Context: an optimization exercise on an open-source flow, tuned for small area. The choices shown serve that exercise and are no tape-out recipe. RTL that was checked went through simulation tests only; none was proved equivalent to the original. Function not checked in run 3: the RTL went through the layout flow alone. Power is estimated from default activity; no workload was simulated.

==> flow/design.v <==
`timescale 1ns/10ps
module exec_stage (
  input  logic        clk,
  input  logic        reset,
  input  logic        in_valid,
  input  logic [5:0]  op1,
  input  logic [7:0]  op2,
  input  logic [15:0] imm,
  input  logic [31:0] rs_val,
  input  logic [31:0] rt_val,
  input  logic [31:0] pc,
  output logic        out_valid,
  output logic [31:0] result,
  output logic        wr_reg,
  output logic        redirect,
  output logic [31:0] redirect_pc
);
  logic alur, br, jal, sw, i_add, i_log;
  logic r_cmp, r_add, r_sub, r_log, r_shr, r_shl;
  assign alur  = (op1 == 6'h00);
  assign br    = (op1[5:2] == 4'b0010);
  assign jal   = (op1 == 6'h0c);
  assign sw    = (op1 == 6'h1a);
  assign i_add = (op1 == 6'h12) | (op1 == 6'h1a) | (op1 == 6'h20);
  assign i_log = (op1 == 6'h24) | (op1 == 6'h25) | (op1 == 6'h26);
  assign r_cmp = alur & (op2[7:2] == 6'b000010);
  assign r_add = alur & (op2 == 8'h20);
  assign r_sub = alur & (op2 == 8'h28);
  assign r_log = alur & (op2[7:4] == 4'h2) & op2[2] & (op2[1:0] != 2'b11);
  assign r_shr = alur & (op2 == 8'h30);
  assign r_shl = alur & (op2 == 8'h31);
  logic selimm, sel4, sub;
  assign selimm = op1[5] | op1[4];
  assign sel4   = op1[2];
  assign sub    = ~(op1[5] | op1[4] | op1[2]) & (op1[3] | (op2[3] & ~op2[2]));
  logic [31:0] simm, aa, bb, ap, ag, sum;
  assign simm = {{16{imm[15]}}, imm};
  assign aa   = rs_val;
  assign bb   = (selimm ? simm : (sel4 ? {simm[29:0], 2'b00} : rt_val)) ^ {32{sub}};
  assign ap   = aa ^ bb;
  assign ag   = aa & bb;
  wire ma_G0 = ag[0] | (ap[0] & sub);
  wire ma_Q4 = ag[4] | (ap[4] & ag[3]);
  wire ma_R4 = ap[4] & ap[3];
  wire ma_Q8 = ag[8] | (ap[8] & ag[7]);
  wire ma_R8 = ap[8] & ap[7];
  wire ma_Q16 = ag[16] | (ap[16] & ag[15]);
  wire ma_R16 = ap[16] & ap[15];
  wire ma_G1_4 = ag[1] | (ap[1] & ma_G0);
  wire ma_P1_4 = ap[1] & ap[0];
  wire ma_G3_5 = ag[3] | (ap[3] & ag[2]);
  wire ma_P3_5 = ap[3] & ap[2];
  wire ma_G5_6 = ag[5] | (ap[5] & ag[4]);
  wire ma_P5_6 = ap[5] & ap[4];
  wire ma_G7_7 = ag[7] | (ap[7] & ag[6]);
  wire ma_P7_7 = ap[7] & ap[6];
  wire ma_G9_8 = ag[9] | (ap[9] & ag[8]);
  wire ma_P9_8 = ap[9] & ap[8];
  wire ma_G11_9 = ag[11] | (ap[11] & ag[10]);
  wire ma_P11_9 = ap[11] & ap[10];
  wire ma_G13_10 = ag[13] | (ap[13] & ag[12]);
  wire ma_P13_10 = ap[13] & ap[12];
  wire ma_G15_11 = ag[15] | (ap[15] & ag[14]);
  wire ma_P15_11 = ap[15] & ap[14];
  wire ma_G17_12 = ag[17] | (ap[17] & ag[16]);
  wire ma_P17_12 = ap[17] & ap[16];
  wire ma_G19_13 = ag[19] | (ap[19] & ag[18]);
  wire ma_P19_13 = ap[19] & ap[18];
  wire ma_G21_14 = ag[21] | (ap[21] & ag[20]);
  wire ma_P21_14 = ap[21] & ap[20];
  wire ma_G23_15 = ag[23] | (ap[23] & ag[22]);
  wire ma_P23_15 = ap[23] & ap[22];
  wire ma_G25_16 = ag[25] | (ap[25] & ag[24]);
  wire ma_P25_16 = ap[25] & ap[24];
  wire ma_G27_17 = ag[27] | (ap[27] & ag[26]);
  wire ma_P27_17 = ap[27] & ap[26];
  wire ma_G29_18 = ag[29] | (ap[29] & ag[28]);
  wire ma_P29_18 = ap[29] & ap[28];
  wire ma_G31_19 = ag[31] | (ap[31] & ag[30]);
  wire ma_P31_19 = ap[31] & ap[30];
  wire ma_G2_20 = ag[2] | (ap[2] & ma_G1_4);
  wire ma_P2_20 = ap[2] & ma_P1_4;
  wire ma_G3_21 = ma_G3_5 | (ma_P3_5 & ma_G1_4);
  wire ma_P3_21 = ma_P3_5 & ma_P1_4;
  wire ma_G6_22 = ag[6] | (ap[6] & ma_G5_6);
  wire ma_P6_22 = ap[6] & ma_P5_6;
  wire ma_G7_23 = ma_G7_7 | (ma_P7_7 & ma_G5_6);
  wire ma_P7_23 = ma_P7_7 & ma_P5_6;
  wire ma_G10_24 = ag[10] | (ap[10] & ma_G9_8);
  wire ma_P10_24 = ap[10] & ma_P9_8;
  wire ma_G11_25 = ma_G11_9 | (ma_P11_9 & ma_G9_8);
  wire ma_P11_25 = ma_P11_9 & ma_P9_8;
  wire ma_G14_26 = ag[14] | (ap[14] & ma_G13_10);
  wire ma_P14_26 = ap[14] & ma_P13_10;
  wire ma_G15_27 = ma_G15_11 | (ma_P15_11 & ma_G13_10);
  wire ma_P15_27 = ma_P15_11 & ma_P13_10;
  wire ma_G18_28 = ag[18] | (ap[18] & ma_G17_12);
  wire ma_P18_28 = ap[18] & ma_P17_12;
  wire ma_G19_29 = ma_G19_13 | (ma_P19_13 & ma_G17_12);
  wire ma_P19_29 = ma_P19_13 & ma_P17_12;
  wire ma_G22_30 = ag[22] | (ap[22] & ma_G21_14);
  wire ma_P22_30 = ap[22] & ma_P21_14;
  wire ma_G23_31 = ma_G23_15 | (ma_P23_15 & ma_G21_14);
  wire ma_P23_31 = ma_P23_15 & ma_P21_14;
  wire ma_G26_32 = ag[26] | (ap[26] & ma_G25_16);
  wire ma_P26_32 = ap[26] & ma_P25_16;
  wire ma_G27_33 = ma_G27_17 | (ma_P27_17 & ma_G25_16);
  wire ma_P27_33 = ma_P27_17 & ma_P25_16;
  wire ma_G30_34 = ag[30] | (ap[30] & ma_G29_18);
  wire ma_P30_34 = ap[30] & ma_P29_18;
  wire ma_G31_35 = ma_G31_19 | (ma_P31_19 & ma_G29_18);
  wire ma_P31_35 = ma_P31_19 & ma_P29_18;
  wire ma_G4_36 = ma_Q4 | (ma_R4 & ma_G2_20);
  wire ma_P4_36 = ma_R4 & ma_P2_20;
  wire ma_G5_37 = ma_G5_6 | (ma_P5_6 & ma_G3_21);
  wire ma_P5_37 = ma_P5_6 & ma_P3_21;
  wire ma_G6_38 = ma_G6_22 | (ma_P6_22 & ma_G3_21);
  wire ma_P6_38 = ma_P6_22 & ma_P3_21;
  wire ma_G7_39 = ma_G7_23 | (ma_P7_23 & ma_G3_21);
  wire ma_P7_39 = ma_P7_23 & ma_P3_21;
  wire ma_G12_40 = ag[12] | (ap[12] & ma_G11_25);
  wire ma_P12_40 = ap[12] & ma_P11_25;
  wire ma_G13_41 = ma_G13_10 | (ma_P13_10 & ma_G11_25);
  wire ma_P13_41 = ma_P13_10 & ma_P11_25;
  wire ma_G14_42 = ma_G14_26 | (ma_P14_26 & ma_G11_25);
  wire ma_P14_42 = ma_P14_26 & ma_P11_25;
  wire ma_G15_43 = ma_G15_27 | (ma_P15_27 & ma_G11_25);
  wire ma_P15_43 = ma_P15_27 & ma_P11_25;
  wire ma_G20_44 = ag[20] | (ap[20] & ma_G19_29);
  wire ma_P20_44 = ap[20] & ma_P19_29;
  wire ma_G21_45 = ma_G21_14 | (ma_P21_14 & ma_G19_29);
  wire ma_P21_45 = ma_P21_14 & ma_P19_29;
  wire ma_G22_46 = ma_G22_30 | (ma_P22_30 & ma_G19_29);
  wire ma_P22_46 = ma_P22_30 & ma_P19_29;
  wire ma_G23_47 = ma_G23_31 | (ma_P23_31 & ma_G19_29);
  wire ma_P23_47 = ma_P23_31 & ma_P19_29;
  wire ma_G28_48 = ag[28] | (ap[28] & ma_G27_33);
  wire ma_P28_48 = ap[28] & ma_P27_33;
  wire ma_G29_49 = ma_G29_18 | (ma_P29_18 & ma_G27_33);
  wire ma_P29_49 = ma_P29_18 & ma_P27_33;
  wire ma_G30_50 = ma_G30_34 | (ma_P30_34 & ma_G27_33);
  wire ma_P30_50 = ma_P30_34 & ma_P27_33;
  wire ma_G31_51 = ma_G31_35 | (ma_P31_35 & ma_G27_33);
  wire ma_P31_51 = ma_P31_35 & ma_P27_33;
  wire ma_G8_52 = ma_Q8 | (ma_R8 & ma_G6_38);
  wire ma_P8_52 = ma_R8 & ma_P6_38;
  wire ma_G9_53 = ma_G9_8 | (ma_P9_8 & ma_G7_39);
  wire ma_P9_53 = ma_P9_8 & ma_P7_39;
  wire ma_G10_54 = ma_G10_24 | (ma_P10_24 & ma_G7_39);
  wire ma_P10_54 = ma_P10_24 & ma_P7_39;
  wire ma_G11_55 = ma_G11_25 | (ma_P11_25 & ma_G7_39);
  wire ma_P11_55 = ma_P11_25 & ma_P7_39;
  wire ma_G12_56 = ma_G12_40 | (ma_P12_40 & ma_G7_39);
  wire ma_P12_56 = ma_P12_40 & ma_P7_39;
  wire ma_G13_57 = ma_G13_41 | (ma_P13_41 & ma_G7_39);
  wire ma_P13_57 = ma_P13_41 & ma_P7_39;
  wire ma_G14_58 = ma_G14_42 | (ma_P14_42 & ma_G7_39);
  wire ma_P14_58 = ma_P14_42 & ma_P7_39;
  wire ma_G15_59 = ma_G15_43 | (ma_P15_43 & ma_G7_39);
  wire ma_P15_59 = ma_P15_43 & ma_P7_39;
  wire ma_G24_60 = ag[24] | (ap[24] & ma_G23_47);
  wire ma_P24_60 = ap[24] & ma_P23_47;
  wire ma_G25_61 = ma_G25_16 | (ma_P25_16 & ma_G23_47);
  wire ma_P25_61 = ma_P25_16 & ma_P23_47;
  wire ma_G26_62 = ma_G26_32 | (ma_P26_32 & ma_G23_47);
  wire ma_P26_62 = ma_P26_32 & ma_P23_47;
  wire ma_G27_63 = ma_G27_33 | (ma_P27_33 & ma_G23_47);
  wire ma_P27_63 = ma_P27_33 & ma_P23_47;
  wire ma_G28_64 = ma_G28_48 | (ma_P28_48 & ma_G23_47);
  wire ma_P28_64 = ma_P28_48 & ma_P23_47;
  wire ma_G29_65 = ma_G29_49 | (ma_P29_49 & ma_G23_47);
  wire ma_P29_65 = ma_P29_49 & ma_P23_47;
  wire ma_G30_66 = ma_G30_50 | (ma_P30_50 & ma_G23_47);
  wire ma_P30_66 = ma_P30_50 & ma_P23_47;
  wire ma_G31_67 = ma_G31_51 | (ma_P31_51 & ma_G23_47);
  wire ma_P31_67 = ma_P31_51 & ma_P23_47;
  wire ma_G16_68 = ma_Q16 | (ma_R16 & ma_G14_58);
  wire ma_P16_68 = ma_R16 & ma_P14_58;
  wire ma_G17_69 = ma_G17_12 | (ma_P17_12 & ma_G15_59);
  wire ma_P17_69 = ma_P17_12 & ma_P15_59;
  wire ma_G18_70 = ma_G18_28 | (ma_P18_28 & ma_G15_59);
  wire ma_P18_70 = ma_P18_28 & ma_P15_59;
  wire ma_G19_71 = ma_G19_29 | (ma_P19_29 & ma_G15_59);
  wire ma_P19_71 = ma_P19_29 & ma_P15_59;
  wire ma_G20_72 = ma_G20_44 | (ma_P20_44 & ma_G15_59);
  wire ma_P20_72 = ma_P20_44 & ma_P15_59;
  wire ma_G21_73 = ma_G21_45 | (ma_P21_45 & ma_G15_59);
  wire ma_P21_73 = ma_P21_45 & ma_P15_59;
  wire ma_G22_74 = ma_G22_46 | (ma_P22_46 & ma_G15_59);
  wire ma_P22_74 = ma_P22_46 & ma_P15_59;
  wire ma_G23_75 = ma_G23_47 | (ma_P23_47 & ma_G15_59);
  wire ma_P23_75 = ma_P23_47 & ma_P15_59;
  wire ma_G24_76 = ma_G24_60 | (ma_P24_60 & ma_G15_59);
  wire ma_P24_76 = ma_P24_60 & ma_P15_59;
  wire ma_G25_77 = ma_G25_61 | (ma_P25_61 & ma_G15_59);
  wire ma_P25_77 = ma_P25_61 & ma_P15_59;
  wire ma_G26_78 = ma_G26_62 | (ma_P26_62 & ma_G15_59);
  wire ma_P26_78 = ma_P26_62 & ma_P15_59;
  wire ma_G27_79 = ma_G27_63 | (ma_P27_63 & ma_G15_59);
  wire ma_P27_79 = ma_P27_63 & ma_P15_59;
  wire ma_G28_80 = ma_G28_64 | (ma_P28_64 & ma_G15_59);
  wire ma_P28_80 = ma_P28_64 & ma_P15_59;
  wire ma_G29_81 = ma_G29_65 | (ma_P29_65 & ma_G15_59);
  wire ma_P29_81 = ma_P29_65 & ma_P15_59;
  wire ma_G30_82 = ma_G30_66 | (ma_P30_66 & ma_G15_59);
  wire ma_P30_82 = ma_P30_66 & ma_P15_59;
  wire ma_G31_83 = ma_G31_67 | (ma_P31_67 & ma_G15_59);
  wire ma_P31_83 = ma_P31_67 & ma_P15_59;
  wire [32:0] ma_c;
  assign ma_c[0] = sub;
  assign ma_c[1] = ma_G0;
  assign ma_c[2] = ma_G1_4;
  assign ma_c[3] = ma_G2_20;
  assign ma_c[4] = ma_G3_21;
  assign ma_c[5] = ma_G4_36;
  assign ma_c[6] = ma_G5_37;
  assign ma_c[7] = ma_G6_38;
  assign ma_c[8] = ma_G7_39;
  assign ma_c[9] = ma_G8_52;
  assign ma_c[10] = ma_G9_53;
  assign ma_c[11] = ma_G10_54;
  assign ma_c[12] = ma_G11_55;
  assign ma_c[13] = ma_G12_56;
  assign ma_c[14] = ma_G13_57;
  assign ma_c[15] = ma_G14_58;
  assign ma_c[16] = ma_G15_59;
  assign ma_c[17] = ma_G16_68;
  assign ma_c[18] = ma_G17_69;
  assign ma_c[19] = ma_G18_70;
  assign ma_c[20] = ma_G19_71;
  assign ma_c[21] = ma_G20_72;
  assign ma_c[22] = ma_G21_73;
  assign ma_c[23] = ma_G22_74;
  assign ma_c[24] = ma_G23_75;
  assign ma_c[25] = ma_G24_76;
  assign ma_c[26] = ma_G25_77;
  assign ma_c[27] = ma_G26_78;
  assign ma_c[28] = ma_G27_79;
  assign ma_c[29] = ma_G28_80;
  assign ma_c[30] = ma_G29_81;
  assign ma_c[31] = ma_G30_82;
  assign ma_c[32] = ma_G31_83;
  assign sum = ap ^ ma_c[31:0];
  logic eq, lt, cmp;
  logic [1:0] cc;
  assign cc = alur ? op2[1:0] : op1[1:0];
  assign eq = &ap;
  assign lt = ap[31] ? sum[31] : rs_val[31];
  always_comb
    case (cc)
      2'd0: cmp = eq;
      2'd1: cmp = lt;
      2'd2: cmp = lt | eq;
      default: cmp = ~eq;
    endcase
  logic [31:0] lg;
  logic        t_and, t_xor, t_nor;
  always_comb begin
    t_and = 1'b0; t_xor = 1'b0; t_nor = 1'b0;
    case ({alur & op2[3], cc})
      3'b000: t_and = 1'b1;                           
      3'b001: begin t_and = 1'b1; t_xor = 1'b1; end   
      3'b010: t_xor = 1'b1;                           
      3'b100: begin t_nor = 1'b1; t_xor = 1'b1; end   
      3'b101: t_nor = 1'b1;                           
      3'b110: begin t_nor = 1'b1; t_and = 1'b1; end   
      default: ;
    endcase
  end
  assign lg = ({32{t_and}} & ag) | ({32{t_xor}} & ap) | ({32{t_nor}} & ~(ap | ag));
  logic [31:0] shx, shy;
  logic        fill, big;
  always_comb
    for (int i = 0; i < 32; i++) shx[i] = r_shl ? rs_val[31-i] : rs_val[i];
  assign fill = r_shr & rs_val[31];
  assign big  = |rt_val[31:5];
  logic [31:0] s0, s1, s2, s3;
  assign s0  = rt_val[4] ? {{16{fill}}, shx[31:16]} : shx;
  assign s1  = rt_val[3] ? {{8{fill}}, s0[31:8]} : s0;
  assign s2  = rt_val[2] ? {{4{fill}}, s1[31:4]} : s1;
  assign s3  = rt_val[1] ? {{2{fill}}, s2[31:2]} : s2;
  assign shy = big ? {32{fill}} : (rt_val[0] ? {fill, s3[31:1]} : s3);
  logic [29:0] ta, tb, tp, tg, tsum;
  logic [31:0] pcn;
  assign ta = pc[31:2];
  assign tb = op1[2] ? 30'd0 : simm[29:0];
  assign tp = ta ^ tb;
  assign tg = ta & tb;
  wire ta_G0 = tg[0] | (tp[0] & 1'b1);
  wire ta_G1_1 = tg[1] | (tp[1] & ta_G0);
  wire ta_P1_1 = tp[1] & tp[0];
  wire ta_G3_2 = tg[3] | (tp[3] & tg[2]);
  wire ta_P3_2 = tp[3] & tp[2];
  wire ta_G5_3 = tg[5] | (tp[5] & tg[4]);
  wire ta_P5_3 = tp[5] & tp[4];
  wire ta_G7_4 = tg[7] | (tp[7] & tg[6]);
  wire ta_P7_4 = tp[7] & tp[6];
  wire ta_G9_5 = tg[9] | (tp[9] & tg[8]);
  wire ta_P9_5 = tp[9] & tp[8];
  wire ta_G11_6 = tg[11] | (tp[11] & tg[10]);
  wire ta_P11_6 = tp[11] & tp[10];
  wire ta_G13_7 = tg[13] | (tp[13] & tg[12]);
  wire ta_P13_7 = tp[13] & tp[12];
  wire ta_G15_8 = tg[15] | (tp[15] & tg[14]);
  wire ta_P15_8 = tp[15] & tp[14];
  wire ta_G3_9 = ta_G3_2 | (ta_P3_2 & ta_G1_1);
  wire ta_P3_9 = ta_P3_2 & ta_P1_1;
  wire ta_G7_10 = ta_G7_4 | (ta_P7_4 & ta_G5_3);
  wire ta_P7_10 = ta_P7_4 & ta_P5_3;
  wire ta_G11_11 = ta_G11_6 | (ta_P11_6 & ta_G9_5);
  wire ta_P11_11 = ta_P11_6 & ta_P9_5;
  wire ta_G15_12 = ta_G15_8 | (ta_P15_8 & ta_G13_7);
  wire ta_P15_12 = ta_P15_8 & ta_P13_7;
  wire ta_G7_13 = ta_G7_10 | (ta_P7_10 & ta_G3_9);
  wire ta_P7_13 = ta_P7_10 & ta_P3_9;
  wire ta_G15_14 = ta_G15_12 | (ta_P15_12 & ta_G11_11);
  wire ta_P15_14 = ta_P15_12 & ta_P11_11;
  wire ta_G15_15 = ta_G15_14 | (ta_P15_14 & ta_G7_13);
  wire ta_P15_15 = ta_P15_14 & ta_P7_13;
  wire ta_G11_16 = ta_G11_11 | (ta_P11_11 & ta_G7_13);
  wire ta_P11_16 = ta_P11_11 & ta_P7_13;
  wire ta_G5_17 = ta_G5_3 | (ta_P5_3 & ta_G3_9);
  wire ta_P5_17 = ta_P5_3 & ta_P3_9;
  wire ta_G9_18 = ta_G9_5 | (ta_P9_5 & ta_G7_13);
  wire ta_P9_18 = ta_P9_5 & ta_P7_13;
  wire ta_G13_19 = ta_G13_7 | (ta_P13_7 & ta_G11_16);
  wire ta_P13_19 = ta_P13_7 & ta_P11_16;
  wire ta_G2_20 = tg[2] | (tp[2] & ta_G1_1);
  wire ta_P2_20 = tp[2] & ta_P1_1;
  wire ta_G4_21 = tg[4] | (tp[4] & ta_G3_9);
  wire ta_P4_21 = tp[4] & ta_P3_9;
  wire ta_G6_22 = tg[6] | (tp[6] & ta_G5_17);
  wire ta_P6_22 = tp[6] & ta_P5_17;
  wire ta_G8_23 = tg[8] | (tp[8] & ta_G7_13);
  wire ta_P8_23 = tp[8] & ta_P7_13;
  wire ta_G10_24 = tg[10] | (tp[10] & ta_G9_18);
  wire ta_P10_24 = tp[10] & ta_P9_18;
  wire ta_G12_25 = tg[12] | (tp[12] & ta_G11_16);
  wire ta_P12_25 = tp[12] & ta_P11_16;
  wire ta_G14_26 = tg[14] | (tp[14] & ta_G13_19);
  wire ta_P14_26 = tp[14] & ta_P13_19;
  wire [16:0] ta_c;
  assign ta_c[0] = 1'b1;
  assign ta_c[1] = ta_G0;
  assign ta_c[2] = ta_G1_1;
  assign ta_c[3] = ta_G2_20;
  assign ta_c[4] = ta_G3_9;
  assign ta_c[5] = ta_G4_21;
  assign ta_c[6] = ta_G5_17;
  assign ta_c[7] = ta_G6_22;
  assign ta_c[8] = ta_G7_13;
  assign ta_c[9] = ta_G8_23;
  assign ta_c[10] = ta_G9_18;
  assign ta_c[11] = ta_G10_24;
  assign ta_c[12] = ta_G11_16;
  assign ta_c[13] = ta_G12_25;
  assign ta_c[14] = ta_G13_19;
  assign ta_c[15] = ta_G14_26;
  assign ta_c[16] = ta_G15_15;
  assign tsum[15:0] = tp[15:0] ^ ta_c[15:0];
  logic tinc, tdec;
  logic [13:0] all1, all0;
  assign tinc = ta_c[16] & ~tb[15];
  assign tdec = ~ta_c[16] & tb[15];
  assign all1[0] = 1'b1;
  assign all0[0] = 1'b1;
  for (genvar i = 1; i < 14; i++) begin : g_incdec
    assign all1[i] = all1[i-1] & ta[15+i];
    assign all0[i] = all0[i-1] & ~ta[15+i];
  end
  assign tsum[29:16] = ta[29:16] ^ (({14{tinc}} & all1) | ({14{tdec}} & all0));
  assign pcn = {tsum, pc[1:0]};
  logic [31:0] res_n, tgt_n;
  always_comb begin
    res_n = '0;
    if (r_log | i_log)         res_n = lg;
    if (r_shr)                 res_n = shy;
    if (r_shl)                 for (int i = 0; i < 32; i++) res_n[i] = shy[31-i];
    if (jal)                   res_n = pcn;
    if (r_cmp)                 res_n = {31'd0, cmp};
    if (r_add | r_sub | i_add) res_n = sum;
  end
  assign tgt_n = op1[2] ? sum : pcn;
  logic        v1, w1, r1;
  logic [31:0] res1, tgt1;
  always_ff @(posedge clk or posedge reset)
    if (reset) begin
      v1 <= 1'b0;
      w1 <= 1'b0;
      r1 <= 1'b0;
    end else begin
      v1 <= in_valid;
      w1 <= in_valid & ~(br | sw);
      r1 <= in_valid & (jal | (br & cmp));
    end
  always_ff @(posedge clk) begin
    res1 <= res_n;
    tgt1 <= tgt_n;
  end
  always_ff @(posedge clk or posedge reset)
    if (reset) begin
      out_valid <= 1'b0;
      wr_reg    <= 1'b0;
      redirect  <= 1'b0;
    end else begin
      out_valid <= v1 & ~redirect;
      wr_reg    <= w1 & ~redirect;
      redirect  <= r1 & ~redirect;
    end
  always_ff @(posedge clk) begin
    result      <= res1;
    redirect_pc <= tgt1;
  end
endmodule
==> flow/flow/run.sh <==
#!/bin/bash
# The standard layout (standard.sh: ORFS synthesis to final layout), with the
# smallest buffer, sky130_fd_sc_hd__buf_1, as the buffer ORFS puts on every port.
# The full make output goes to standard_flow.log in this folder.
set -euo pipefail
bash standard.sh "BUFFER_PORTS_ARGS=-buffer_cell sky130_fd_sc_hd__buf_1" finish > standard_flow.log 2>&1
==> flow/standard.sh <==
#!/bin/bash
# synth_recipe.tcl (not shown) runs the flow's synth.tcl, then flattens the netlist and writes it again
# the make line also repeats each setting of config.mk as NAME=value (left out here)
make -C /OpenROAD-flow-scripts/flow DESIGN_CONFIG=/design/flow/config.mk WORK_HOME=/design/flow/orfs CLKGATE_MAP_FILE= SYNTH_SCRIPT=/design/flow/synth_recipe.tcl "${@:-finish}"
==> flow/config.mk <==
export PLATFORM = sky130hd
export DESIGN_NAME = exec_stage
export DESIGN_NICKNAME = exec_stage
export VERILOG_FILES = /design/flow/design.v
export SDC_FILE = /design/flow/constraint.sdc
export NUM_CORES = 4
export LEC_CHECK = 0
export ABC_AREA = 1
export CAP_MARGIN = 20
export CORE_MARGIN = 2
export CORE_UTILIZATION = 40
export GPL_TIMING_DRIVEN = 0
export SETUP_SLACK_MARGIN = 0.15
export SLEW_MARGIN = 20
==> flow/constraint.sdc <==
create_clock -name core_clock -period 5.0 [get_ports {clk}]
set_input_delay 1.0000 -clock core_clock [delete_from_list [all_inputs] [get_ports {clk}]]
set_output_delay 1.0000 -clock core_clock [all_outputs]
set_load 0.01 [all_outputs]
==> notes.md, run 1 <==
The area inside the core boundary is 27,860 um^2. The clock edge transition at the registers on the reported setup and hold paths came out at 0.07 ns. The number of design-rule violations left by the first detailed-router iteration came out at 1,330. The most utilized layer in the global route result is met2. The critical path launch point type is an input port. Counting instances, the worst hold path has a depth of 0.

The switching part of the total power came out at 0.3837. Of the total power, the clock network draws 0.349. The power per standard cell area is 271.2 nW/um^2. The leakage power total came out at 0.006230 uW. The antenna cell count is 0. Of all flip-flops after synthesis, the portion carrying an async set or reset was 0.04478. In the synthesized netlist the dominant register cell turns out to be sky130_fd_sc_hd__dfxtp_1. The die height is 172.3 um. The global placer's final weighted congestion came out at 0.9988. The area used by multi-input combinational logic is 7596 um^2.

The path type of the worst setup path is input port to flip-flop. The number of warnings printed during yosys synthesis came out at 1. The total overflow reported by the global router is 0. The worst register-to-register path begins at redirect$_DFF_PP0_.

Of the cells placed in the final design, the portion with a size suffix greater than 1 is 0.07553. Detailed placement finished with a half-perimeter wire length of 43.30 mm. In the synthesized netlist, the cells that appear most often are 461 x sky130_fd_sc_hd__nand2_1, 373 x sky130_fd_sc_hd__nand3_1, 192 x sky130_fd_sc_hd__inv_1. The net switching power of the design is 1398 uW. The setup-violating endpoint count in the final report is 0. The signal arrival time at the worst endpoint is 5.13 ns. The sequential share of the synthesized area is 0.2393. In this run, synthesis inferred 0 flip-flops with an integrated enable. After filler insertion, the fill cell instance count of the layout stands at 2,961. Dividing the detail-routed wire length by the instance count gives 21.70 um. The first detailed-routing pass took 7 iterations. The synthesized instance count is 1,798. The met2 routing resource usage after global routing is 0.5605. After detailed placement, the total cell area comes to 12,540 um^2. The floorplan die area is 29,700 um^2. The power share of the sequential group came out at 0.340.

The post-layout net count is 2,246. The worst-case clock skew came out at 0.01097 ns. The total wire length after detailed routing came out at 52.44 mm. Input and output buffers added on the ports amount to 192. The run finished with no timing, DRC or antenna violations. Counting every sink on the clock net gives 134. The latest clock arrival within the worst-skew pair is 0.44 ns. In the final layout, flip-flops and latches occupy 2713 um^2. The largest fanout of any net on the critical path is 10. The per-instance average area after synthesis is 6.305 um^2. The met1 track demand over resource in global routing came out at 0.4641. In this run, post-CTS hold repair placed 0 buffers. The share of synthesized area in the top cell type comes to 0.2260. By instance count, the leading cell after synthesis is sky130_fd_sc_hd__nand2_1. The maximum number of pins on one net before global-route repair is 17. The minimum setup slack among reg-to-reg paths is 4.40 ns. The number of global-route vias before repair came out at 12,220. Of the total power, combinational logic draws 0.311. The maximum number of buffers from clock root to sink came out at 2. The internal power of the cells is 2245 uW. In this run the most critical hold path is launched from tgt1[12]$_DFF_P_.

The total number of placement rows came out at 61. The peak supply drop came out at 0.2007 mV. The maximum operating frequency is 0.2084 GHz. The number of violations of the max-capacitance limit came out at 0. The sum of internal, switching and leakage power is 3643 uW.

The final hold violation count came out at 0. The cell area after synthesis is 11,340 um^2. The met3 demand-to-capacity share in global routing came out at 0.04578. The final clock period utilization by the worst path came out at 0.9598. The initial core utilization came out at 0.4069. The I/O pin total is 196. The number of antenna-violating nets in the routed design came out at 0. The horizontal die dimension is 172.3 um.

The number of slew-limit violations in the final report came out at 0. The first global-routing pass estimated 75.72 mm of wire. At the pin with the least slew margin, the transition time is 0.9445 ns. The total via count in the routed design is 13,550. The worst register-to-register path ends at wr_reg$_DFF_PP0_. The post-synthesis net count is 2,018. Setup repair after global routing could not meet its margin everywhere.

In the post-synthesis netlist, the biggest area contributors are sky130_fd_sc_hd__dfxtp_1 23%, sky130_fd_sc_hd__nand3_1 16%, sky130_fd_sc_hd__nand2_1 15%. The number of register bits inferred by synthesis is 134. The worst hold path terminates at redirect_pc[12]$_DFF_P_. The CTS tree is done.

The minimum period implied by the final worst setup slack is 4.799 ns. The total clock buffers created by CTS is 17. The number of cells on the worst reg-to-reg path is 1. The min-delay analysis places its worst path in the category flip-flop to flip-flop. The initial antenna violation count is 0. The H-tree level count came out at 4. The DRC violation count after routing is 0. Relative to the synthesized area, the layout overhead comes to 18.53%.

The overall routing resource usage is 0.3490. The worst max-slew margin expressed relative to the limit is 0.3703. The number of unique standard cell types used by synthesis is 52. The detailed-route vias per instance is 5.605.

The worst setup path is captured at a flip-flop. For the worst setup path, the data required time is 5.33 ns. The tree is rooted in a sky130_fd_sc_hd__clkbuf_16.

The area of all placed cells without fillers is 13,440 um^2. sky130_fd_sc_hd__dfxtp_1 takes more of the synthesized area than any other cell.
==> cell usage in the layout, fill, tap and decap left out, types with 4 or more instances in the layout <==
cell	Yosys	layout
sky130_fd_sc_hd__nand2_1	461	459
sky130_fd_sc_hd__nand3_1	373	372
sky130_fd_sc_hd__buf_1	11	200
sky130_fd_sc_hd__inv_1	192	190
sky130_fd_sc_hd__dfxtp_1	128	128
sky130_fd_sc_hd__nor2_1	133	123
sky130_fd_sc_hd__ha_1	81	80
sky130_fd_sc_hd__o21ai_0	58	55
sky130_fd_sc_hd__xor2_1	55	54
sky130_fd_sc_hd__a21oi_1	34	33
sky130_fd_sc_hd__clkbuf_1	38	32
sky130_fd_sc_hd__buf_2	30	31
sky130_fd_sc_hd__nand4_1	29	29
sky130_fd_sc_hd__o21ai_1	21	22
sky130_fd_sc_hd__buf_4	5	22
sky130_fd_sc_hd__clkbuf_16	0	18
sky130_fd_sc_hd__a31oi_1	19	18
sky130_fd_sc_hd__o221ai_1	13	13
sky130_fd_sc_hd__nor3_1	11	10
sky130_fd_sc_hd__xnor2_1	10	10
sky130_fd_sc_hd__fa_1	10	9
sky130_fd_sc_hd__nand2_2	6	8
sky130_fd_sc_hd__or2_2	9	8
sky130_fd_sc_hd__nor2_4	2	7
sky130_fd_sc_hd__o21bai_1	7	7
sky130_fd_sc_hd__inv_2	5	6
sky130_fd_sc_hd__nor2_2	1	6
sky130_fd_sc_hd__nor4_1	7	6
sky130_fd_sc_hd__dfrtp_1	6	6
sky130_fd_sc_hd__buf_6	4	5
sky130_fd_sc_hd__o211ai_1	5	5
sky130_fd_sc_hd__inv_8	0	5
sky130_fd_sc_hd__a21o_1	4	4
sky130_fd_sc_hd__inv_6	0	4
sky130_fd_sc_hd__clkinv_4	0	4
==> through the flow <==
stage                     setup TNS (ns)  instances  setup WS, ns  hold WS (ns)    util
after floorplan                        0       1798        0.1690        0.3096       -
after global placement            -28.11       2368        -1.505        0.3104  0.4501
after detailed placement          -28.84       2368        -1.569        0.3121  0.4501
after CTS                              0       2410        0.1309        0.3232  0.4785
after global routing                   0       2417        0.1227        0.3249  0.4823
final                                  0       2417        0.2008        0.3184  0.4823
==> logic make-up (layout without fill, tap and decap cells) <==
kind of cell / Yosys count / after routing / synth area share
AND/OR/NAND/NOR: 1038 / 1038 / 0.4030
buffers and inverters: 286 / 527 / 0.1023
AO/OA/AOI/OAI: 183 / 183 / 0.09724
flip-flops: 134 / 134 / 0.2393
adder cells (fa/ha/maj): 91 / 91 / 0.1071
XOR/XNOR: 65 / 65 / 0.05022
multiplexers: 1 / 1 / 0.0008830
==> area by class of cell <==
cell class / instances / share of cell area
multi-input combinational: 1378 / 0.5653
buffer: 88 / 0.03613
tap: 378 / 0.03520
clock buffer: 18 / 0.03268
inverter: 198 / 0.05559
sequential: 134 / 0.2019
clock inverter: 14 / 0.009964
timing repair buffer: 209 / 0.06323
==> metal layers <==
layer  vias to the layer above  routed length, um
li1                       6382                  -
met1                      6340              22690
met2                       688              23210
met3                       137               3850
met4                         0               2693
met5                         -                  0
==> critical path: stages <==
cell and delay [ns]:
sky130_fd_sc_hd__buf_1 0.14, sky130_fd_sc_hd__nor2_4 0.29, sky130_fd_sc_hd__inv_2 0.25, sky130_fd_sc_hd__nor2_4 0.34, sky130_fd_sc_hd__inv_1 0.27, sky130_fd_sc_hd__o221ai_1 0.27
sky130_fd_sc_hd__xor2_1 0.23, sky130_fd_sc_hd__inv_1 0.07, sky130_fd_sc_hd__ha_1 0.25, sky130_fd_sc_hd__a21oi_1 0.24, sky130_fd_sc_hd__nor2_1 0.07, sky130_fd_sc_hd__a211oi_1 0.24
sky130_fd_sc_hd__o21ai_2 0.19, sky130_fd_sc_hd__nand2_1 0.11, sky130_fd_sc_hd__nand2_2 0.18, sky130_fd_sc_hd__a21o_1 0.27, sky130_fd_sc_hd__a21oi_1 0.24, sky130_fd_sc_hd__xor2_2 0.25
sky130_fd_sc_hd__nand2b_1 0.14, sky130_fd_sc_hd__nand2_1 0.05
==> power groups by stage <==
stage	logic (uW)	registers (uW)	clock network, uW
floorplan	644	1290	0
global placement	1060	1260	0
detailed placement	1070	1260	0
CTS	1100	1240	1280
global route	1240	1250	1330
finish	1130	1240	1270
==> how the worst max path moves through the flow <==
stage | start | end | slack [ns] | cells past startpoint
floorplan | op1[2] | res1[31]$_DFF_P_ | 0.17 | 29
global placement | op1[2] | res1[31]$_DFF_P_ | -1.51 | 30
detailed placement | op1[2] | res1[31]$_DFF_P_ | -1.57 | 30
CTS | op1[2] | res1[31]$_DFF_P_ | 0.13 | 30
global route | op1[4] | res1[25]$_DFF_P_ | 0.12 | 20
finish | op1[4] | res1[25]$_DFF_P_ | 0.20 | 20
==> timing repair <==
item,CTS,global route
setup endpoints to repair,36,25
buffers inserted,10,7
gates resized for setup,40,16
pin swaps,15,15
==> inputs of run 2 (changes only) <==
--- a/flow/config.mk
+++ b/flow/config.mk
@@ -9,6 +9,7 @@
 export CAP_MARGIN = 20
 export CORE_MARGIN = 2
 export CORE_UTILIZATION = 40
+export CTS_BUF_LIST = sky130_fd_sc_hd__clkbuf_4 sky130_fd_sc_hd__clkbuf_8
 export GPL_TIMING_DRIVEN = 0
 export SETUP_SLACK_MARGIN = 0.15
 export SLEW_MARGIN = 20
==> run 2 against run 1 <==
Compared with the run above: worst setup slack better by 0.077 ns; register-to-register slack hardly changed; utilization is 0.82 points lower; synthesized cell count stayed put; still clean on timing, DRC and antenna; die area stayed put; combinational power hardly changed; cell area is 1.7% lower; non-clock buffer count is 2 lower; clock power is 26% lower; clock-buffer cell count stayed put; routed wire length is 0.22% lower; critical endpoint is now res1[31]$_DFF_P_; largest power group is now registers; global-route usage is 0.12 points lower.
==> notes.md, run 2 <==
Status: timing/DRC/antenna clean (unchanged). The internal power of the cells is 1950 uW (was 2245 uW). The clock root buffer is sky130_fd_sc_hd__clkbuf_8 (was sky130_fd_sc_hd__clkbuf_16). The half-perimeter wire length after placement came out at 43.30 mm (unchanged). The kind of cell with the highest combined delay on the critical path is simple AND/OR/NAND/NOR gates (was compound AO/OA/AOI/OAI gates). The kind of capture point of the worst setup path is a flip-flop (unchanged). The number of design-rule violations left by the first detailed-router iteration was 1,491 (was 1,330). The per-instance average area after synthesis came out at 6.305 um^2 (unchanged). The maximum operating frequency is 0.2118 GHz (was 0.2084 GHz). The detailed-route vias per instance came out at 5.567 (was 5.605). The peak supply drop came to 0.1871 mV (was 0.2007 mV). The final hold violation count is 0 (unchanged). The maximum number of buffers from clock root to sink came out at 2 (unchanged). The path type of the worst setup path is input port to flip-flop (unchanged).

The post-synthesis compound-gate area fraction is 0.09724 (unchanged). The area used by multi-input combinational logic came out at 7577 um^2 (was 7596 um^2). The dominant register cell in the synthesized netlist is sky130_fd_sc_hd__dfxtp_1 (unchanged). The switching part of the total power was 0.4091 (was 0.3837). The horizontal die dimension was 172.3 um (unchanged). The most common cell after layout, fill and taps aside is sky130_fd_sc_hd__nand2_1 (unchanged). The post-route non-filler standard cell count is 2,416 (was 2,417). The area overhead of the layout relative to synthesis came out at 16.51% (was 18.53%). The largest fanout of any net on the critical path is 10 (unchanged).

The top cell type by total area after synthesis is sky130_fd_sc_hd__dfxtp_1 (unchanged). Top cells by area, synth: sky130_fd_sc_hd__dfxtp_1 23%, sky130_fd_sc_hd__nand3_1 16%, sky130_fd_sc_hd__nand2_1 15% (unchanged). The standard cell area after detailed placement came out at 12,540 um^2 (unchanged). The total negative setup slack came out at 0 ns (unchanged). The dominant combinational cell family by area after synthesis is simple AND/OR/NAND/NOR gates (unchanged). The number of violations of the max-capacitance limit came out at 0 (unchanged). The leading cell type by number of instances after synthesis is sky130_fd_sc_hd__nand2_1 (unchanged). The clock edge transition at the registers on the reported setup and hold paths came out at 0.10 ns (was 0.07 ns). The initial core utilization is 0.4069 (unchanged). The required time of the critical path is 5.36 ns (was 5.33 ns). The number of buffers and inverters on the critical path came to 7 (was 4). The clock power share came out at 0.284 (was 0.349). The highest cell delay on the worst timing path came out at 0.38 ns (was 0.34 ns). The leakage power total came out at 0.006126 uW (was 0.006230 uW).

The minimum setup slack among reg-to-reg paths came to 4.40 ns (about the same). The post-layout net count is 2,244 (was 2,246). The area of all placed cells without fillers is 13,210 um^2 (was 13,440 um^2). The I/O pin total came out at 196 (unchanged). The latest clock arrival within the worst-skew pair is 0.46 ns (was 0.44 ns). The number of slew-limit violations in the final report is 0 (unchanged).

Commonest cells in the netlist: 461 x sky130_fd_sc_hd__nand2_1, 373 x sky130_fd_sc_hd__nand3_1, 192 x sky130_fd_sc_hd__inv_1 (unchanged). The number of register bits inferred by synthesis is 134 (unchanged). The instance count after placement with tap cells included is 2,368 (unchanged).

The total overflow reported by the global router was 0 (unchanged). The number of warnings printed during yosys synthesis is 1 (unchanged). The initial antenna violation count came out at 1 (was 0). The minimum period implied by the final worst setup slack is 4.722 ns (was 4.799 ns). The cell at the slowest stage of the critical path is sky130_fd_sc_hd__a221o_1 (was sky130_fd_sc_hd__nor2_4). The mux cell area share after synthesis came out at 0.0008830 (unchanged). The net switching power of the design was 1350 uW (was 1398 uW).

The class of the tightest hold or removal check is flip-flop to flip-flop (unchanged). The number of fill cells was 2,994 (was 2,961). The total number of placement rows is 61 (unchanged). The floorplan die area came out at 29,700 um^2 (unchanged).

The fraction of the mapped netlist area in adder cells is 0.1071 (unchanged). The number of buffers added on ports is 192 (unchanged). The cell area after synthesis came out at 11,340 um^2 (unchanged). The count of flip-flops with a built-in enable after synthesis is 0 (unchanged). The number of antenna-violating nets in the routed design came out at 0 (unchanged). The slew at the pin with the worst max-slew slack came out at 0.9456 ns (was 0.9445 ns).

The ratio of cells with drive above 1 in the final layout came to 0.07315 (was 0.07553). The total clock buffers created by CTS came to 17 (unchanged). The total wire length after detailed routing was 52.33 mm (was 52.44 mm).

The signal arrival time at the worst endpoint was 5.09 ns (was 5.13 ns). The global placer's final weighted congestion is 0.9988 (unchanged). The overall routing resource usage came out at 0.3478 (was 0.3490). The count of clock tree sinks is 134 (unchanged). The first-pass GRT wire length was 75.53 mm (was 75.72 mm). The fraction of post-synthesis cell area in the top cell type by area is 0.2260 (unchanged). The total via count in the routed design is 13,450 (was 13,550). The post-synthesis net count came out at 2,018 (unchanged).

The die height is 172.3 um (unchanged). The number of global-route vias before repair came to 12,180 (was 12,220). Unrepaired setup endpoints after global routing: yes (unchanged).

The DRC violation count after routing is 0 (unchanged). The xor/xnor cell area share of the yosys netlist came out at 0.05022 (unchanged). The detailed-route wire length per cell came out at 21.66 um (was 21.70 um).

The final clock period utilization by the worst path is 0.9444 (was 0.9598). The synthesized-area fraction occupied by and/or/nand/nor cells was 0.4030 (unchanged). The critical path launch point type is an input port (unchanged). The maximum number of pins on one net before global-route repair was 17 (unchanged). The setup-violating endpoint count in the final report is 0 (unchanged). The total of hold buffers inserted after clock tree synthesis came out at 0 (unchanged). Counting stages on the worst path, the most repeated cell is sky130_fd_sc_hd__nand2_1. The flip-flop and latch area came out at 2713 um^2 (unchanged).

The H-tree level count came out at 4 (unchanged). The fraction of registers with async set/reset came out at 0.04478 (unchanged). The power share of the sequential group came out at 0.375 (was 0.340). The worst max-slew margin expressed relative to the limit is 0.3696 (was 0.3703). The combinational cell fraction of total power is 0.341 (was 0.311). Highest-count cells in the layout ignoring fill and taps: 460 x sky130_fd_sc_hd__nand2_1, 372 x sky130_fd_sc_hd__nand3_1, 200 x sky130_fd_sc_hd__buf_1 (was 459 x sky130_fd_sc_hd__nand2_1, 372 x sky130_fd_sc_hd__nand3_1, 200 x sky130_fd_sc_hd__buf_1). The number of unique standard cell types used by synthesis is 52 (unchanged). The sum of internal, switching and leakage power came out at 3300 uW (was 3643 uW). The CTS tree is done (unchanged).

The synthesized instance count is 1,798 (unchanged). The power per standard cell area came out at 249.8 nW/um^2 (was 271.2 nW/um^2). The worst-case clock skew came out at 0.01644 ns (was 0.01097 ns). The sequential share of the synthesized area is 0.2393 (unchanged).

The detailed-router iteration count before antenna repair was 6 (was 7). The area inside the core boundary is 27,860 um^2 (unchanged).
[run 2: cell types whose count changed in the layout (fill, tap and decap cells not counted), sizes merged]
cell / before / now
diode: 0 / 1
buf: 259 / 258
clkbuf: 56 / 55
[run 2: cell type report]
cell class	count	area share
Clock buffer	18	0.01876
Buffer	88	0.03628
Antenna cell	1	0.0001895
Inverter	198	0.05656
Clock inverter	14	0.01014
Tap cell	378	0.03581
Multi-Input combinational cell	1378	0.5737
Timing Repair Buffer	207	0.06319
Sequential cell	134	0.2054
[run 2: through the flow]
| step | setup slack [ns] | utilization | hold WS [ns] |
|---|---|---|---|
| floorplan | 0.1690 | - | 0.3096 |
| global placement | -1.505 | 0.4501 | 0.3104 |
| detailed placement | -1.569 | 0.4501 | 0.3121 |
| CTS | 0.1302 | 0.4706 | 0.3221 |
| global route | 0.1280 | 0.4740 | 0.3238 |
| finish | 0.2778 | 0.4741 | 0.3193 |
[run 2: final timing paths]
check	from	end	cells past startpoint
worst max register to register	redirect$_DFF_PP0_	wr_reg$_DFF_PP0_	1
worst max-delay path	op1[2]	res1[31]$_DFF_P_	30
worst min register to register	tgt1[12]$_DFF_P_	redirect_pc[12]$_DFF_P_	0
min in group asynchronous	reset	out_valid$_DFF_PP0_	2
max in group asynchronous	reset	wr_reg$_DFF_PP0_	2
worst min-delay path	tgt1[12]$_DFF_P_	redirect_pc[12]$_DFF_P_	0
[run 2: power by group through the flow]
stage	Combinational (uW)	Sequential, uW	Clock (uW)
floorplan	644	1290	0
global placement	1060	1260	0
detailed placement	1070	1260	0
CTS	1090	1240	951
global route	1240	1250	992
finish	1130	1240	937
[run 2: metal layers]
metal | GRT usage | up-vias | share of wire
met1 | 0.4606 | 6281 | 0.43
met2 | 0.5631 | 666 | 0.45
met3 | 0.04738 | 135 | 0.077
met4 | 0.1535 | 0 | 0.048
met5 | 0 | - | 0
li1 | - | 6367 | -
[run 2: logic make-up (layout without fill, tap and decap cells)]
group                      after synthesis  count (layout)
and+or+nand+nor                       1038            1038
buffers and inverters                  286             525
muxes                                    1               1
xor gates and xnor gates                65              65
other                                    0               1
adders and majority gates               91              91
DFF                                    134             134
AOI/OAI and AO/OA                      183             183
[run 2: repair_timing]
action,4_1_cts,5_1_grt
resized for setup,32,21
endpoints found under the setup margin,35,24
buffers inserted,10,5
pin swaps,12,13
==> inputs of run 3 (changes only) <==
--- a/flow/design.v
+++ b/flow/design.v
@@ -370,16 +370,18 @@
   end
   assign tsum[29:16] = ta[29:16] ^ (({14{tinc}} & all1) | ({14{tdec}} & all0));
   assign pcn = {tsum, pc[1:0]};
-  logic [31:0] res_n, tgt_n;
-  always_comb begin
-    res_n = '0;
-    if (r_log | i_log)         res_n = lg;
-    if (r_shr)                 res_n = shy;
-    if (r_shl)                 for (int i = 0; i < 32; i++) res_n[i] = shy[31-i];
-    if (jal)                   res_n = pcn;
-    if (r_cmp)                 res_n = {31'd0, cmp};
-    if (r_add | r_sub | i_add) res_n = sum;
-  end
+  logic [31:0] res_n, tgt_n, sh_rev;
+  logic        sel_sum, sel_log;
+  assign sel_sum = r_add | r_sub | i_add;
+  assign sel_log = r_log | i_log;
+  always_comb
+    for (int i = 0; i < 32; i++) sh_rev[i] = shy[31-i];
+  assign res_n = ({32{sel_sum}} & sum)
+               | ({32{sel_log}} & lg)
+               | ({32{r_shr}}   & shy)
+               | ({32{r_shl}}   & sh_rev)
+               | ({32{jal}}     & pcn)
+               | {31'd0, r_cmp & cmp};
   assign tgt_n = op1[2] ? sum : pcn;
   logic        v1, w1, r1;
   logic [31:0] res1, tgt1;
==> run 3 against run 2 <==
Compared with the run above: critical path depth rose by 3; sequential power is essentially flat; routed wire length down 8.6%; synthesized cell count down 6.1%; non-clock buffer count is 3 lower; die area fell by 0.67%; hold slack better by 0.0036 ns; critical endpoint is now res1[29]$_DFF_P_; largest cell class unchanged.
==> notes.md, run 3 <==
The path type of the worst setup path is input port to flip-flop (unchanged). The number of buffers and inverters on the critical path came out at 6 (was 7). The number of register bits inferred by synthesis came to 134 (unchanged). The total via count in the routed design came to 12,790 (was 13,450). The detailed-routing wirelength on met1 is 22.59 mm (was 22.44 mm).

The sum of internal, switching and leakage power is 3404 uW (was 3300 uW). The latest clock arrival within the worst-skew pair is 0.46 ns (about the same). The dominant register cell in the synthesized netlist is sky130_fd_sc_hd__dfxtp_1 (unchanged). The total clock buffers created by CTS came out at 17 (unchanged).

The worst hold margin came out at 0.3229 ns (was 0.3193 ns). The synthesized instance count came out at 1,689 (was 1,798). Commonest cells in the netlist: 365 x sky130_fd_sc_hd__nand2_1, 347 x sky130_fd_sc_hd__nand3_1, 169 x sky130_fd_sc_hd__inv_1 (was 461 x sky130_fd_sc_hd__nand2_1, 373 x sky130_fd_sc_hd__nand3_1, 192 x sky130_fd_sc_hd__inv_1).

The signal arrival time at the worst endpoint came out at 4.93 ns (was 5.09 ns). The number of violations of the max-capacitance limit is 0 (unchanged). The top cell type by total area after synthesis is sky130_fd_sc_hd__dfxtp_1 (unchanged). The critical register-to-register path endpoint is out_valid$_DFF_PP0_ (was wr_reg$_DFF_PP0_).

The initial antenna violation count is 0 (was 1). The worst max-slew margin expressed relative to the limit is 0.4942 (was 0.3696). The cell at the slowest stage of the critical path is sky130_fd_sc_hd__nor2_2 (was sky130_fd_sc_hd__a221o_1).

The half-perimeter wire length after placement is 40.25 mm (was 43.30 mm). The clock root buffer is sky130_fd_sc_hd__clkbuf_8 (unchanged). The worst reg2reg path startpoint was redirect$_DFF_PP0_ (unchanged). The combinational cell fraction of total power came out at 0.340 (was 0.341). The dominant combinational cell family by area after synthesis is simple AND/OR/NAND/NOR gates (unchanged). The count of flip-flops with a built-in enable after synthesis came out at 0 (unchanged). The initial core utilization is 0.4052 (was 0.4069). The fraction of post-synthesis cell area in the top cell type by area came to 0.2276 (was 0.2260). The amount of wire on met2 after detailed routing came out at 18.94 mm (was 23.31 mm). The synthesized-area fraction occupied by and/or/nand/nor cells is 0.3918 (was 0.4030). The first-pass GRT wire length came out at 70.33 mm (was 75.53 mm). The number of global-route vias before repair came to 11,520 (was 12,180). The routed length on met3 is 4.839 mm (was 4.046 mm). The switching part of the total power is 0.3750 (was 0.4091). The slew at the pin with the worst max-slew slack was 0.7541 ns (was 0.9456 ns). The most common cell after layout, fill and taps aside was sky130_fd_sc_hd__nand2_1 (unchanged).

The worst-case clock skew is 0.01248 ns (was 0.01644 ns). The CTS tree is done (unchanged). The maximum number of buffers from clock root to sink came out at 2 (unchanged).

The pre-CTS worst setup slack is -1.083 ns (was -1.569 ns). The number of cells on the worst reg-to-reg path came to 1 (unchanged). The final hold violation count was 0 (unchanged). The power per standard cell area is 259.1 nW/um^2 (was 249.8 nW/um^2). The detailed-route wire length per cell came to 20.79 um (was 21.66 um).

The ratio of cells with drive above 1 in the final layout is 0.08944 (was 0.07315). The most frequent cell on the critical path is sky130_fd_sc_hd__nand2_2 (was sky130_fd_sc_hd__nand2_1). The detailed-route vias per instance was 5.556 (was 5.567). The antenna cell count was 0 (was 1). The area inside the core boundary came out at 27,780 um^2 (was 27,860 um^2). The startpoint of the worst hold path is res1[26]$_DFF_P_ (was tgt1[12]$_DFF_P_). The post-synthesis compound-gate area fraction came out at 0.1031 (was 0.09724). The leading cell type by number of instances after synthesis is sky130_fd_sc_hd__nand2_1 (unchanged). The die height was 171.8 um (was 172.3 um). The highest metal layer used by the detailed router is met4 (unchanged). The mux cell area share after synthesis came out at 0.003556 (was 0.0008830). The worst-case setup margin in the final layout is 0.3966 ns (was 0.2778 ns). The floorplan die area is 29,500 um^2 (was 29,700 um^2).

The internal power of the cells is 2127 uW (was 1950 uW). The power share of the sequential group came out at 0.365 (was 0.375). The count of clock tree sinks is 134 (unchanged). The per-instance average area after synthesis came to 6.666 um^2 (was 6.305 um^2). Top cells by area, synth: sky130_fd_sc_hd__dfxtp_1 23%, sky130_fd_sc_hd__nand3_1 15%, sky130_fd_sc_hd__nand2_1 12% (was sky130_fd_sc_hd__dfxtp_1 23%, sky130_fd_sc_hd__nand3_1 16%, sky130_fd_sc_hd__nand2_1 15%). The overall routing resource usage came out at 0.3244 (was 0.3478).

The fraction of registers with async set/reset was 0.04478 (unchanged). Unrepaired setup endpoints after global routing: yes (unchanged). The peak supply drop is 0.1458 mV (was 0.1871 mV). The number of design-rule violations left by the first detailed-router iteration is 1,548 (was 1,491). The fraction of the mapped netlist area in adder cells came out at 0.1078 (was 0.1071).

The post-synthesis net count came out at 1,909 (was 2,018). The sequential share of the synthesized area is 0.2409 (was 0.2393). The minimum period implied by the final worst setup slack is 4.603 ns (was 4.722 ns). The cell area after synthesis came out at 11,260 um^2 (was 11,340 um^2).

The number of slew-limit violations in the final report came to 0 (unchanged). The final clock period utilization by the worst path is 0.9207 (was 0.9444). The detailed-router iteration count before antenna repair is 5 (was 6). Highest-count cells in the layout ignoring fill and taps: 357 x sky130_fd_sc_hd__nand2_1, 343 x sky130_fd_sc_hd__nand3_1, 198 x sky130_fd_sc_hd__buf_1 (was 460 x sky130_fd_sc_hd__nand2_1, 372 x sky130_fd_sc_hd__nand3_1, 200 x sky130_fd_sc_hd__buf_1). The number of fill cells came out at 2,958 (was 2,994). The largest fanout of any net on the critical path is 10 (unchanged). The H-tree level count came out at 4 (unchanged). The clock edge transition at the registers on the reported setup and hold paths is 0.08 ns (was 0.10 ns). The number of stages on the worst hold path came to 0 (unchanged). The highest cell delay on the worst timing path came out at 0.22 ns (was 0.38 ns). The post-layout net count is 2,130 (was 2,244).

The critical path launch point type was an input port (unchanged). The leakage power total is 0.005999 uW (was 0.006126 uW). The DRC violation count after routing came to 0 (unchanged). The horizontal die dimension came out at 171.8 um (was 172.3 um). The kind of capture point of the worst setup path was a flip-flop (unchanged). The total number of placement rows is 61 (unchanged).

The minimum setup slack among reg-to-reg paths came out at 4.39 ns (was 4.40 ns). The endpoint with the worst hold slack is result[26]$_DFF_P_ (was redirect_pc[12]$_DFF_P_). The xor/xnor cell area share of the yosys netlist came out at 0.05057 (was 0.05022). Status: timing/DRC/antenna clean (unchanged). The maximum operating frequency came to 0.2172 GHz (was 0.2118 GHz). The net switching power of the design was 1276 uW (was 1350 uW). The number of antenna-violating nets in the routed design is 0 (unchanged).

The clock power share is 0.295 (was 0.284). The standard cell area after detailed placement came out at 12,450 um^2 (was 12,540 um^2). The number of buffers added on ports came out at 191 (was 192). The global placer's final weighted congestion is 0.9743 (was 0.9988).

The number of unique standard cell types used by synthesis came out at 58 (was 52). The class of the tightest hold or removal check is flip-flop to flip-flop (unchanged). The kind of cell with the highest combined delay on the critical path was simple AND/OR/NAND/NOR gates (unchanged). The required time of the critical path came to 5.33 ns (was 5.36 ns). The total wire length after detailed routing came out at 47.84 mm (was 52.33 mm). The setup-violating endpoint count in the final report is 0 (unchanged).

The number of warnings printed during yosys synthesis is 1 (unchanged). The total overflow reported by the global router came out at 0 (unchanged). The area of all placed cells without fillers came out at 13,140 um^2 (was 13,210 um^2). The maximum number of pins on one net before global-route repair is 17 (unchanged). The I/O pin total is 196 (unchanged).

The area overhead of the layout relative to synthesis is 16.69% (was 16.51%).
run 3: cell types whose count changed in the layout (fill, tap and decap cells not counted), moves of 7 or more:
cell	previous run	this run
sky130_fd_sc_hd__nor2_1	123	88
sky130_fd_sc_hd__nand4_1	29	64
sky130_fd_sc_hd__nand3_2	1	25
sky130_fd_sc_hd__nand3_1	372	343
sky130_fd_sc_hd__nand2_1	460	357
sky130_fd_sc_hd__xnor2_1	10	22
sky130_fd_sc_hd__inv_1	190	168
sky130_fd_sc_hd__xor2_1	55	41
sky130_fd_sc_hd__buf_2	31	21
sky130_fd_sc_hd__or2_2	8	1
sky130_fd_sc_hd__a21oi_1	33	40
run 3: metal layers:
metal  global-route usage  vias up
li1                     -     6151
met1               0.4872     5823
met2               0.4573      757
met3              0.06328       54
met4               0.1074        0
met5                    0        -
run 3: power by group through the flow:
stage / registers (uW) / logic [uW] / clock network [uW]
final: 1240 / 1160 / 1000
after detailed placement: 1270 / 1090 / 0
after floorplan: 1300 / 657 / 0
after global placement: 1270 / 1090 / 0
after CTS: 1240 / 1100 / 1030
after global routing: 1260 / 1260 / 1070
run 3: kinds of logic (layout without fill, tap and decap cells):
logic type | count (synthesis) | in the layout
mux | 4 | 4
compound gates | 191 | 191
buf+inv | 267 | 501
fa+ha+maj | 91 | 91
flops | 134 | 134
xor+xnor | 65 | 65
simple gates | 937 | 937
run 3: worst max path at each step:
stage,from,end,slack (ns),cells after the start
finish,op1[2],res1[29]$_DFF_P_,0.40,33
detailed placement,op1[2],res1[29]$_DFF_P_,-1.08,33
floorplan,op1[2],res1[29]$_DFF_P_,0.22,33
global placement,op1[2],res1[29]$_DFF_P_,-0.92,33
CTS,op1[2],res1[29]$_DFF_P_,0.15,33
global route,op1[2],res1[31]$_DFF_P_,0.06,36
run 3: metrics by stage:
stage | util | TNS, ns | cells
after floorplan | - | 0 | 1689
after global placement | 0.4481 | -10.34 | 2258
after detailed placement | 0.4481 | -13.04 | 2258
after CTS | 0.4656 | 0 | 2291
after global routing | 0.4729 | 0 | 2301
final | 0.4729 | 0 | 2301
run 3: final cells by class:
| cell class | count | area [um^2] | share of cell area |
|---|---|---|---|
| Multi-Input combinational cell | 1288 | 7527 | 0.5730 |
| Sequential cell | 134 | 2713 | 0.2065 |
| Timing Repair Buffer | 202 | 799.5 | 0.06086 |
| Inverter | 177 | 666.9 | 0.05076 |
| Buffer | 90 | 519.2 | 0.03952 |
| Tap cell | 378 | 473.0 | 0.03600 |
| Clock buffer | 18 | 241.5 | 0.01838 |
| Clock inverter | 14 | 197.7 | 0.01505 |
run 3: what timing repair did:
item / CTS / global route
hold buffers: 0 / 0
pin swaps: 4 / 16
resized for setup: 15 / 42
setup endpoints to repair: 17 / 26
setup buffers: 1 / 10
==> inputs of run 4 (changes only) <==
--- a/flow/design.v
+++ b/flow/design.v
@@ -384,7 +384,7 @@
                | {31'd0, r_cmp & cmp};
   assign tgt_n = op1[2] ? sum : pcn;
   logic        v1, w1, r1;
-  logic [31:0] res1, tgt1;
+  logic [31:0] res1;
   always_ff @(posedge clk or posedge reset)
     if (reset) begin
       v1 <= 1'b0;
@@ -395,10 +395,10 @@
       w1 <= in_valid & ~(br | sw);
       r1 <= in_valid & (jal | (br & cmp));
     end
-  always_ff @(posedge clk) begin
+  always_ff @(posedge clk)
     res1 <= res_n;
-    tgt1 <= tgt_n;
-  end
+  logic redirect_n;
+  assign redirect_n = r1 & ~redirect;
   always_ff @(posedge clk or posedge reset)
     if (reset) begin
       out_valid <= 1'b0;
@@ -407,10 +407,11 @@
     end else begin
       out_valid <= v1 & ~redirect;
       wr_reg    <= w1 & ~redirect;
-      redirect  <= r1 & ~redirect;
+      redirect  <= redirect_n;
     end
-  always_ff @(posedge clk) begin
-    result      <= res1;
-    redirect_pc <= tgt1;
-  end
+  always_ff @(posedge clk)
+    result <= res1;
+  always_ff @(posedge clk)
+    if (!redirect_n)
+      redirect_pc <= tgt_n;
 endmodule
==> run 4 against run 3 <==
Compared with the run above: critical path type unchanged; largest power group is now combinational logic; largest cell class unchanged; power fell by 20%; still clean on timing, DRC and antenna; clock power fell by 44%; first-iteration DRC count rose by 6.8%; highest routed layer unchanged.
==> notes.md, run 4 <==
Status: timing/DRC/antenna clean (unchanged). The net switching power of the design is 1197 uW (was 1276 uW). The flip-flop and latch area came to 2392 um^2 (was 2713 um^2). The H-tree level count came out at 3 (was 4). The worst reg2reg path startpoint is redirect$_DFF_PP0_ (unchanged). The post-synthesis net count is 1,893 (was 1,909). The path type of the worst setup path is input port to flip-flop (unchanged). Highest-count cells in the layout ignoring fill and taps: 380 x sky130_fd_sc_hd__nand3_1, 320 x sky130_fd_sc_hd__nand2_1, 212 x sky130_fd_sc_hd__inv_1 (was 357 x sky130_fd_sc_hd__nand2_1, 343 x sky130_fd_sc_hd__nand3_1, 198 x sky130_fd_sc_hd__buf_1). The number of stages on the worst hold path came to 0 (unchanged).

The share of the core filled with cells in the final layout is 0.4614 (was 0.4729). The detailed-route vias per instance is 5.823 (was 5.556). The floorplan die area is 28,490 um^2 (was 29,500 um^2). The required time of the critical path was 5.23 ns (was 5.33 ns). The peak supply drop is 0.1620 mV (was 0.1458 mV). The detailed-route wire length per cell was 21.72 um (was 20.79 um). The total number of placement rows was 60 (was 61). The total clock buffers created by CTS came out at 9 (was 17).

The die height came to 168.8 um (was 171.8 um). The minimum setup slack among reg-to-reg paths came out at 3.43 ns (was 4.39 ns). The count of clock tree sinks is 102 (was 134). The sequential share of the synthesized area is 0.2203 (was 0.2409). The area used by multi-input combinational logic came out at 7308 um^2 (was 7527 um^2).

The antenna cell count came out at 0 (unchanged). The power share of the sequential group came out at 0.361 (was 0.365). The minimum period implied by the final worst setup slack is 4.716 ns (was 4.603 ns). The latest clock arrival within the worst-skew pair came out at 0.40 ns (was 0.46 ns). The half-perimeter wire length after placement is 40.68 mm (was 40.25 mm). The worst-case clock skew came to 0.02370 ns (was 0.01248 ns). The maximum number of buffers from clock root to sink was 2 (unchanged).

The post-layout net count came out at 2,102 (was 2,130). The leading cell type by number of instances after synthesis was sky130_fd_sc_hd__nand3_1 (was sky130_fd_sc_hd__nand2_1). The number of global-route vias before repair came out at 11,540 (was 11,520). The clock root buffer is sky130_fd_sc_hd__clkbuf_8 (unchanged). The total overflow reported by the global router came out at 0 (unchanged).

The fraction of post-synthesis cell area in the top cell type by area came out at 0.1756 (was 0.2276). The worst max-slew margin expressed relative to the limit was 0.3777 (was 0.4942). The sum of internal, switching and leakage power is 2718 uW (was 3404 uW). The critical path launch point type is an input port (unchanged).

The internal power of the cells came out at 1522 uW (was 2127 uW). The most common cell after layout, fill and taps aside is sky130_fd_sc_hd__nand3_1 (was sky130_fd_sc_hd__nand2_1). The number of violations of the max-capacitance limit is 0 (unchanged). The final hold violation count is 0 (unchanged). The leakage power total is 0.005681 uW (was 0.005999 uW).

The switching part of the total power is 0.4402 (was 0.3750). The synthesized instance count is 1,673 (was 1,689). The fraction of registers with async set/reset is 0.05882 (was 0.04478). The kind of capture point of the worst setup path is a flip-flop (unchanged). The total wire length after detailed routing came out at 48.40 mm (was 47.84 mm). The global placer's final weighted congestion is 1.011 (was 0.9743). The CTS tree was done (unchanged).

The number of cells on the worst reg-to-reg path was 2 (was 1). The DRC violation count after routing came to 0 (unchanged). The count of flip-flops with a built-in enable after synthesis came out at 32 (was 0).

The critical register-to-register path endpoint is redirect_pc[27]$_DFFE_PN_ (was out_valid$_DFF_PP0_). The signal arrival time at the worst endpoint came to 4.94 ns (was 4.93 ns). The total via count in the routed design is 12,970 (was 12,790). The power per standard cell area is 219.8 nW/um^2 (was 259.1 nW/um^2). The number of fill cells is 2,888 (was 2,958). The area overhead of the layout relative to synthesis is 13.86% (was 16.69%). The maximum operating frequency came to 0.2121 GHz (was 0.2172 GHz). The detailed-router iteration count before antenna repair came out at 6 (was 5). The initial core utilization is 0.4053 (was 0.4052). The number of slew-limit violations in the final report came out at 0 (unchanged). The I/O pin total came to 196 (unchanged). The setup-violating endpoint count in the final report came out at 0 (unchanged). The combinational cell fraction of total power is 0.435 (was 0.340). Top cells by area, synth: sky130_fd_sc_hd__nand3_1 18%, sky130_fd_sc_hd__dfxtp_1 12%, sky130_fd_sc_hd__nand2_1 11% (was sky130_fd_sc_hd__dfxtp_1 23%, sky130_fd_sc_hd__nand3_1 15%, sky130_fd_sc_hd__nand2_1 12%).

The slew at the pin with the worst max-slew slack came out at 0.9263 ns (was 0.7541 ns). The number of register bits inferred by synthesis is 102 (was 134). The overall routing resource usage is 0.3341 (was 0.3244). The largest fanout of any net on the critical path came out at 10 (unchanged).
## run 4: worst max path at each step
stage          startpoint                   endpoint  slack, ns  cells past startpoint
6_report           op1[5]            res1[9]$_DFF_P_       0.28                     20
4_1_cts            op1[2]           res1[26]$_DFF_P_       0.18                     27
5_1_grt            op1[2]  redirect_pc[31]$_DFFE_PN_       0.14                     27
2_1_floorplan      op1[2]  redirect_pc[31]$_DFFE_PN_       0.17                     25
3_5_place_dp       op1[2]           res1[20]$_DFF_P_      -0.99                     24
3_3_place_gp       op1[2]           res1[20]$_DFF_P_      -0.94                     24
## run 4: area by class of cell
class                   count  area share
inverters                 224     0.06880
flip-flops and latches    102      0.1934
well taps                 341     0.03450
repair buffers            198     0.06202
clock buffers               9     0.01002
plain buffers              86     0.03329
multi-input cells        1261      0.5910
clock inverters             7    0.006981
## run 4: power by group through the flow
stage | sequential (uW) | combinational (uW) | clock, uW
CTS | 983 | 1130 | 575
floorplan | 1040 | 659 | 0
global route | 990 | 1280 | 592
global placement | 1000 | 1120 | 0
finish | 981 | 1180 | 555
detailed placement | 1000 | 1120 | 0
## run 4: layer usage
layer | global-route usage | vias up | part of all wire
met5 | 0 | - | 0
met4 | 0.1376 | 0 | 0.046
met3 | 0.04700 | 76 | 0.10
met2 | 0.4615 | 788 | 0.38
met1 | 0.5124 | 6030 | 0.47
li1 | - | 6080 | -
## run 4: repair_timing
item	4_1_cts	5_1_grt
setup endpoints to repair	37	32
pin swaps	4	5
endpoints found under the hold margin	0	0
resized for setup	20	18
buffers inserted	2	4
## run 4: kinds of logic (layout without fill, tap and decap cells)
family / after synthesis / count (layout) / synth area share
AOI/OAI and AO/OA: 192 / 192 / 0.1089
and+or+nand+nor: 901 / 901 / 0.3837
DFF: 102 / 102 / 0.2203
xor gates and xnor gates: 68 / 68 / 0.05483
buffers and inverters: 310 / 524 / 0.1123
muxes: 9 / 9 / 0.008294
adders and majority gates: 91 / 91 / 0.1117
## run 4: worst max-delay path: stages
cell                       delay, ns
sky130_fd_sc_hd__buf_1          0.14
sky130_fd_sc_hd__nor2_8         0.17
sky130_fd_sc_hd__inv_4          0.08
sky130_fd_sc_hd__nor2_4         0.16
sky130_fd_sc_hd__clkinv_4       0.12
sky130_fd_sc_hd__nor2_4         0.18
sky130_fd_sc_hd__clkinv_1       0.16
sky130_fd_sc_hd__clkbuf_4       0.25
sky130_fd_sc_hd__xor2_1         0.24
sky130_fd_sc_hd__inv_1          0.10
sky130_fd_sc_hd__fa_1           0.43
sky130_fd_sc_hd__nand3_1        0.09
sky130_fd_sc_hd__nand2_1        0.12
sky130_fd_sc_hd__nand4_1        0.15
sky130_fd_sc_hd__nand3_2        0.14
sky130_fd_sc_hd__a21oi_1        0.20
sky130_fd_sc_hd__xor2_1         0.29
sky130_fd_sc_hd__nor2_1         0.07
sky130_fd_sc_hd__nor3_1         0.59
sky130_fd_sc_hd__nand3_1        0.24
## run 4: through the flow
stage	setup slack, ns	instance area [um^2]	hold slack (ns)	setup TNS [ns]	cells
finish	0.2845	12370	0.3370	0	2228
global route	0.1446	12370	0.3364	0	2228
CTS	0.1751	12290	0.3236	0	2224
detailed placement	-0.9853	12010	0.3121	-25.77	2206
global placement	-0.9368	12010	0.3099	-24.17	2206
floorplan	0.1722	10870	0.3096	0	1673

[afterwards: timing with drivers on the ports]
The flow's constraints put no driver on any port. The routed layouts listed below were extracted and timed again, unchanged, in two steps. Step 1 assumes that a clkbuf_16 drives the clock port and a buf_2 every other input. Step 2 times the ports against the registers' clock, not the clock port: input delays grow and output delays shrink by t, the midpoint of the rising clock arrivals with the driver on. Slacks: no drivers / after step 1 / after step 2; pairs: no drivers / after step 1.
run	shift t [ns]	setup slack, ns
run 1	0.482	0.201 / 0.231 / -0.251
run 2	0.502	0.278 / 0.301 / -0.200
run 3	0.499	0.397 / 0.397 / -0.102
run 4	0.436	0.284 / 0.314 / -0.122
Met with ideal ports but missed after step 2: setup timing in every run listed.
